From an optimization exercise on the open Yosys and OpenROAD flow, aimed at small area, a short achievable clock period and few clock cycles per item; shortcuts taken in it are not production practice.
The RTL was checked by simulation tests, not by an equivalence proof against the original design.
Power figures rest on the tool's default switching activity, not on a simulated workload.

==> flow/design.v (excerpt) <==
module sha256_hash_engine (
   input  logic        clock,
   input  logic        reset,
   input  logic        req_valid,
   output logic        req_ready,
   input  logic [7:0]  req_data_byte,
   input  logic        req_byte_present,
   input  logic        req_message_end,
   output logic        rsp_valid,
   input  logic        rsp_ready,
   output logic [31:0] rsp_digest_word,
   output logic [2:0]  rsp_word_index,
   output logic        rsp_last_word
);
   function automatic [31:0] sha_round_k(input [5:0] idx);
      case (idx)
         6'd0:  sha_round_k = 32'h428a2f98;  6'd1:  sha_round_k = 32'h71374491;
         6'd2:  sha_round_k = 32'hb5c0fbcf;  6'd3:  sha_round_k = 32'he9b5dba5;
         6'd4:  sha_round_k = 32'h3956c25b;  6'd5:  sha_round_k = 32'h59f111f1;
         6'd6:  sha_round_k = 32'h923f82a4;  6'd7:  sha_round_k = 32'hab1c5ed5;
         6'd8:  sha_round_k = 32'hd807aa98;  6'd9:  sha_round_k = 32'h12835b01;
         6'd10: sha_round_k = 32'h243185be;  6'd11: sha_round_k = 32'h550c7dc3;
         6'd12: sha_round_k = 32'h72be5d74;  6'd13: sha_round_k = 32'h80deb1fe;
         6'd14: sha_round_k = 32'h9bdc06a7;  6'd15: sha_round_k = 32'hc19bf174;
         6'd16: sha_round_k = 32'he49b69c1;  6'd17: sha_round_k = 32'hefbe4786;
         6'd18: sha_round_k = 32'h0fc19dc6;  6'd19: sha_round_k = 32'h240ca1cc;
         6'd20: sha_round_k = 32'h2de92c6f;  6'd21: sha_round_k = 32'h4a7484aa;
         6'd22: sha_round_k = 32'h5cb0a9dc;  6'd23: sha_round_k = 32'h76f988da;
         6'd24: sha_round_k = 32'h983e5152;  6'd25: sha_round_k = 32'ha831c66d;
         6'd26: sha_round_k = 32'hb00327c8;  6'd27: sha_round_k = 32'hbf597fc7;
         6'd28: sha_round_k = 32'hc6e00bf3;  6'd29: sha_round_k = 32'hd5a79147;
         6'd30: sha_round_k = 32'h06ca6351;  6'd31: sha_round_k = 32'h14292967;
         6'd32: sha_round_k = 32'h27b70a85;  6'd33: sha_round_k = 32'h2e1b2138;
         6'd34: sha_round_k = 32'h4d2c6dfc;  6'd35: sha_round_k = 32'h53380d13;
         6'd36: sha_round_k = 32'h650a7354;  6'd37: sha_round_k = 32'h766a0abb;
         6'd38: sha_round_k = 32'h81c2c92e;  6'd39: sha_round_k = 32'h92722c85;
         6'd40: sha_round_k = 32'ha2bfe8a1;  6'd41: sha_round_k = 32'ha81a664b;
         6'd42: sha_round_k = 32'hc24b8b70;  6'd43: sha_round_k = 32'hc76c51a3;
  ...
make LEC_CHECK=0 CAP_MARGIN=20 CORE_MARGIN=2 CORE_UTILIZATION=40 CTS_CLUSTER_DIAMETER=100 CTS_CLUSTER_SIZE=20 PLACE_DENSITY=0.6 SETUP_SLACK_MARGIN=5 SLEW_MARGIN=20 TNS_END_PERCENT=10 finish   # period 10.0 ns
run.sh (not shown) runs the stock make flow with config.mk's settings and CLKGATE_MAP_FILE= SYNTH_SCRIPT=/design/flow/synth_recipe.tcl, a recipe that flattens the netlist after the stock synthesis.
The first run finished with timing, DRC and antenna clean.
Testbench counts at the start, summed over its fixed seeds: cycles 24,047, messages 192.
Change:
- CAP_MARGIN: 20 -> 10
- CORE_UTILIZATION: 40 -> 50
- PLACE_DENSITY: 0.6 -> 0.7
- SLEW_MARGIN: 20 -> 10
- TNS_END_PERCENT: 10 -> not set
After rerunning: The changed run finished clean. Global-route usage grows by 5.6 points. Clock-buffer cell count came out lower by 4. Power went down by 0.33%. Flip-flop and latch count stays the same. Clock power went down by about 3%.

* * *

sha256_hash_engine, a different RTL version from the one above (not shown whole).
For scale: ~8600 cells after synthesis, about 1700 flip-flops, about 52 I/O pins, roughly 82000 µm² of cells after synthesis.
==> flow/design.v (excerpt) <==
module sha256_hash_engine (
   input  logic        clock,
   input  logic        reset,
   input  logic        req_valid,
   output logic        req_ready,
   input  logic [7:0]  req_data_byte,
   input  logic        req_byte_present,
   input  logic        req_message_end,
   output logic        rsp_valid,
   input  logic        rsp_ready,
   output logic [31:0] rsp_digest_word,
   output logic [2:0]  rsp_word_index,
   output logic        rsp_last_word
);
Settings: LEC_CHECK=0, CAP_MARGIN=20, CORE_MARGIN=2, CORE_UTILIZATION=40, CTS_BUF_LIST=sky130_fd_sc_hd__clkbuf_4 sky130_fd_sc_hd__clkbuf_8, PLACE_DENSITY=0.6, SLEW_MARGIN=20; clock period 10.0 ns.
standard.sh (not shown) runs the stock make flow with config.mk's settings and CLKGATE_MAP_FILE= SYNTH_SCRIPT=/design/flow/synth_recipe.tcl, a recipe that flattens the netlist after the stock synthesis.
==> flow/flow/run.sh <==
#!/bin/bash
set -euo pipefail
bash standard.sh SETUP_SLACK_MARGIN=6 finish > flow_make.log 2>&1
The first run went through all stages and came out clean.
Testbench counts at the start, summed over its fixed seeds: cycles 24,062, messages 192.
Rerun with:
==> flow/run.sh (new file) <==
#!/bin/bash
# synth_recipe.tcl (not shown) runs the flow's synth.tcl, then flattens the netlist and writes it again
# the make line also repeats each setting of config.mk as NAME=value (left out here)
make -C /OpenROAD-flow-scripts/flow DESIGN_CONFIG=/design/flow/config.mk WORK_HOME=/design/flow/orfs CLKGATE_MAP_FILE= SYNTH_SCRIPT=/design/flow/synth_recipe.tcl finish
SETUP_SLACK_MARGIN = 5   (was unset)
removed: flow/flow/run.sh
removed: flow/standard.sh
Non-clock buffer count falls by 135; setup slack degrades by 150 ps; first-iteration DRC count came out higher by 3.8%; routed wire length came out lower by about 5%; worst hold slack barely changes; via count goes down by about 3%; fmax decreases by 2.9%; clock skew increases by 25 ps; final area falls by about 4%; area after synthesis does not change; global-route usage fell by 0.91 points.

* * *

RTL: one of the versions met above, not the one the previous note started from.
Size: about 1700 flip-flops, about 52 I/O pins.
Design sha256_hash_engine, start of the top module:
module sha256_hash_engine (
   input  logic        clock,
   input  logic        reset,
   input  logic        req_valid,
   output logic        req_ready,
   input  logic [7:0]  req_data_byte,
   input  logic        req_byte_present,
   input  logic        req_message_end,
   output logic        rsp_valid,
   input  logic        rsp_ready,
   output logic [31:0] rsp_digest_word,
   output logic [2:0]  rsp_word_index,
   output logic        rsp_last_word
);
   function automatic [31:0] sha_round_k(input [5:0] idx);
      case (idx)
         6'd0:  sha_round_k = 32'h428a2f98;  6'd1:  sha_round_k = 32'h71374491;
         6'd2:  sha_round_k = 32'hb5c0fbcf;  6'd3:  sha_round_k = 32'he9b5dba5;
         6'd4:  sha_round_k = 32'h3956c25b;  6'd5:  sha_round_k = 32'h59f111f1;
         6'd6:  sha_round_k = 32'h923f82a4;  6'd7:  sha_round_k = 32'hab1c5ed5;
         6'd8:  sha_round_k = 32'hd807aa98;  6'd9:  sha_round_k = 32'h12835b01;
         6'd10: sha_round_k = 32'h243185be;  6'd11: sha_round_k = 32'h550c7dc3;
         6'd12: sha_round_k = 32'h72be5d74;  6'd13: sha_round_k = 32'h80deb1fe;
         6'd14: sha_round_k = 32'h9bdc06a7;  6'd15: sha_round_k = 32'hc19bf174;
         6'd16: sha_round_k = 32'he49b69c1;  6'd17: sha_round_k = 32'hefbe4786;
         6'd18: sha_round_k = 32'h0fc19dc6;  6'd19: sha_round_k = 32'h240ca1cc;
         6'd20: sha_round_k = 32'h2de92c6f;  6'd21: sha_round_k = 32'h4a7484aa;
  ...
==> flow/config.mk <==
export PLATFORM = sky130hd
export DESIGN_NAME = sha256_hash_engine
export DESIGN_NICKNAME = sha256_hash_engine
export VERILOG_FILES = /design/flow/design.v
export SDC_FILE = /design/flow/constraint.sdc
export NUM_CORES = 4
export LEC_CHECK = 0
export CAP_MARGIN = 20
export CORE_MARGIN = 2
export CORE_UTILIZATION = 40
export CTS_CLUSTER_DIAMETER = 100
export CTS_CLUSTER_SIZE = 20
export PLACE_DENSITY = 0.6
export SETUP_SLACK_MARGIN = 5
export SLEW_MARGIN = 20
==> flow/constraint.sdc <==
create_clock -name core_clock -period 10.0 [get_ports {clock}]
set_input_delay 2.0000 -clock core_clock [delete_from_list [all_inputs] [get_ports {clock}]]
set_output_delay 2.0000 -clock core_clock [all_outputs]
set_load 0.01 [all_outputs]
run.sh (not shown) runs the stock make flow with config.mk's settings and CLKGATE_MAP_FILE= SYNTH_SCRIPT=/design/flow/synth_recipe.tcl, a recipe that flattens the netlist after the stock synthesis.
Stock flow here: none of the scripts above is used.
The baseline passed the timing, DRC and antenna checks.
Testbench counts at the start, summed over its fixed seeds: cycles 24,047, messages 192.
Then changed:
Settings changed: CORE_UTILIZATION 40 to 50, PLACE_DENSITY 0.6 to 0.7.
- final cell count shrinks by 5.3%
- synthesized cell count is unchanged
- sequential power stays flat
- worst setup slack is worse by 0.066 ns
- global-route usage went up by 5.2 points
- maximum frequency is lower by 1.3%
Then changed:
Settings changed: CORE_UTILIZATION 50 to 40, CTS_CLUSTER_DIAMETER 100 to unset, CTS_CLUSTER_SIZE 20 to unset, PLACE_DENSITY 0.7 to 0.6.
Via count stays flat.
Clock skew decreases by 0.0051 ns.
Core utilization decreases by 9.1 points.
Total power increases by 7.9%.
Global-route usage decreases by 4.9 points.
Setup slack improved by 0.0096 ns.
Then changed:
Settings changed: CORE_UTILIZATION 40 to 55, CTS_CLUSTER_DIAMETER set to 100, CTS_CLUSTER_SIZE set to 20, PLACE_DENSITY 0.6 to 0.75.
The new run ran to the end with no violations.
Wire length shrinks by a few percent.
Hold slack stays flat.
Fmax barely changes.
Global-route usage grows by 7.5 points.
Power shrinks by a little under a tenth.
Sequential share of layout area grows by 2.3 points.

* * *

Setup of amber:
sha256_hash_engine again, from the RTL that the note above started with.
make LEC_CHECK=0 CAP_MARGIN=20 CORE_MARGIN=2 CORE_UTILIZATION=40 PLACE_DENSITY=0.6 SETUP_SLACK_MARGIN=5 SLEW_MARGIN=20 TNS_END_PERCENT=10 finish   # period 10.0 ns
Testbench counts of amber, summed over its fixed seeds: cycles 24,047, messages 192.
The following lists how ember was set up differently from amber:
Settings: CTS_CLUSTER_DIAMETER: unset -> 100; TNS_END_PERCENT: 10 -> unset; CTS_CLUSTER_SIZE: unset -> 20; SETUP_SLACK_MARGIN: 5 -> 4.5.
## What came out
Via count (ember over amber): decrease, about 1.2%. Going from amber to ember, area of all placed cells without fillers shrank by a few percent. Re number of maximum-capacitance violations: no difference whatsoever between ember and amber. When ember is measured against amber, its critical path depth turns out 13 higher. On power share of the combinational group: between ember and amber, it ends up higher for ember. Looking at areal power density over the cells across ember and amber, the one that comes out lower is ember. ember vs amber — HPWL after detailed placement dropped slightly. amber leaves more setup margin than ember. Count of clock-buffer cells in the layout (ember vs. amber) decreases by more than a quarter. Wire length came out lower on ember than on amber. Side by side, multi-input gate share of the layout cell area turned out higher in ember than in amber.
The following lists how fjord was set up differently from ember:
Settings: changing CTS_CLUSTER_DIAMETER from 100 to 90; changing CTS_CLUSTER_SIZE from 20 to 24; setting TNS_END_PERCENT to 10 for the first time; changing SETUP_SLACK_MARGIN from 4.5 to 5.
==> comparison <==
- Distinct cell type count of the synthesized netlist came out exactly the same in fjord and ember.
- Relative to ember, number of buffers outside the clock class in the layout has increased by 27% in fjord.
- fjord vs ember, register-to-register slack went up by 0.37 ns.
- fjord: total detailed-routing wirelength is about 0.5% higher than what ember reported.
- Across both runs, combinational fraction of design power was higher for fjord than for ember.
- Critical setup path kind = register to output pin: fjord; critical setup path kind = register to register: ember
- Weighted congestion at the end of routability-driven global placement was higher in the run labelled fjord.

## port drivers added, routing unchanged
The results above use ideal ports. As a check the final layouts listed here were re-extracted and re-timed, cells and wires unchanged.
Step 1 sets driving cells, clkbuf_16 on the clock port and buf_2 on the other inputs (assumed; they add their load-dependent delay and slew).
Step 2 adds t to the input delays and takes it off the output delays; t is the mean of the earliest and latest rising clock arrival at the registers after step 1. Input paths then give back, and output paths get back, about the clock's delay inside the block.
Slacks: no drivers / after step 1 / after step 2; pairs: no drivers / after step 1.
| run | shift t [ns] | setup WS [ns] | worst data-port slew with drivers (ns) | cell pins on the clock port's net |
|---|---|---|---|---|
| the first run of note 1 | 0.850 | 4.849 / 4.757 / 4.243 | 0.08 | 1 |
| the second run of note 1 | 0.821 | 4.983 / 4.920 / 4.400 | 0.07 | 1 |
| the first run of note 2 | 1.135 | 5.073 / 5.073 / 5.073 | 0.06 | 1 |
| the second run of note 2 | 1.105 | 4.926 / 4.926 / 4.803 | 0.10 | 1 |
| the first run of note 3 | 0.849 | 5.020 / 4.936 / 4.322 | 0.11 | 1 |
| the second run of note 3 | 0.837 | 4.955 / 4.862 / 4.341 | 0.07 | 1 |
| the third run of note 3 | 0.907 | 4.964 / 4.947 / 4.273 | 0.10 | 1 |
| the fourth run of note 3 | 0.842 | 4.958 / 4.890 / 4.133 | 0.09 | 1 |
| amber | 0.910 | 4.876 / 4.798 / 4.236 | 0.08 | 1 |
| ember | 0.839 | 4.641 / 4.591 / 3.990 | 0.08 | 1 |
| fjord | 0.843 | 4.862 / 4.784 / 4.237 | 0.11 | 1 |
After both steps setup and hold are still met in every run listed. The setup slack of the fourth run of note 3, which loses most, moves by -0.068 ns with the drivers and by -0.825 ns with both steps.
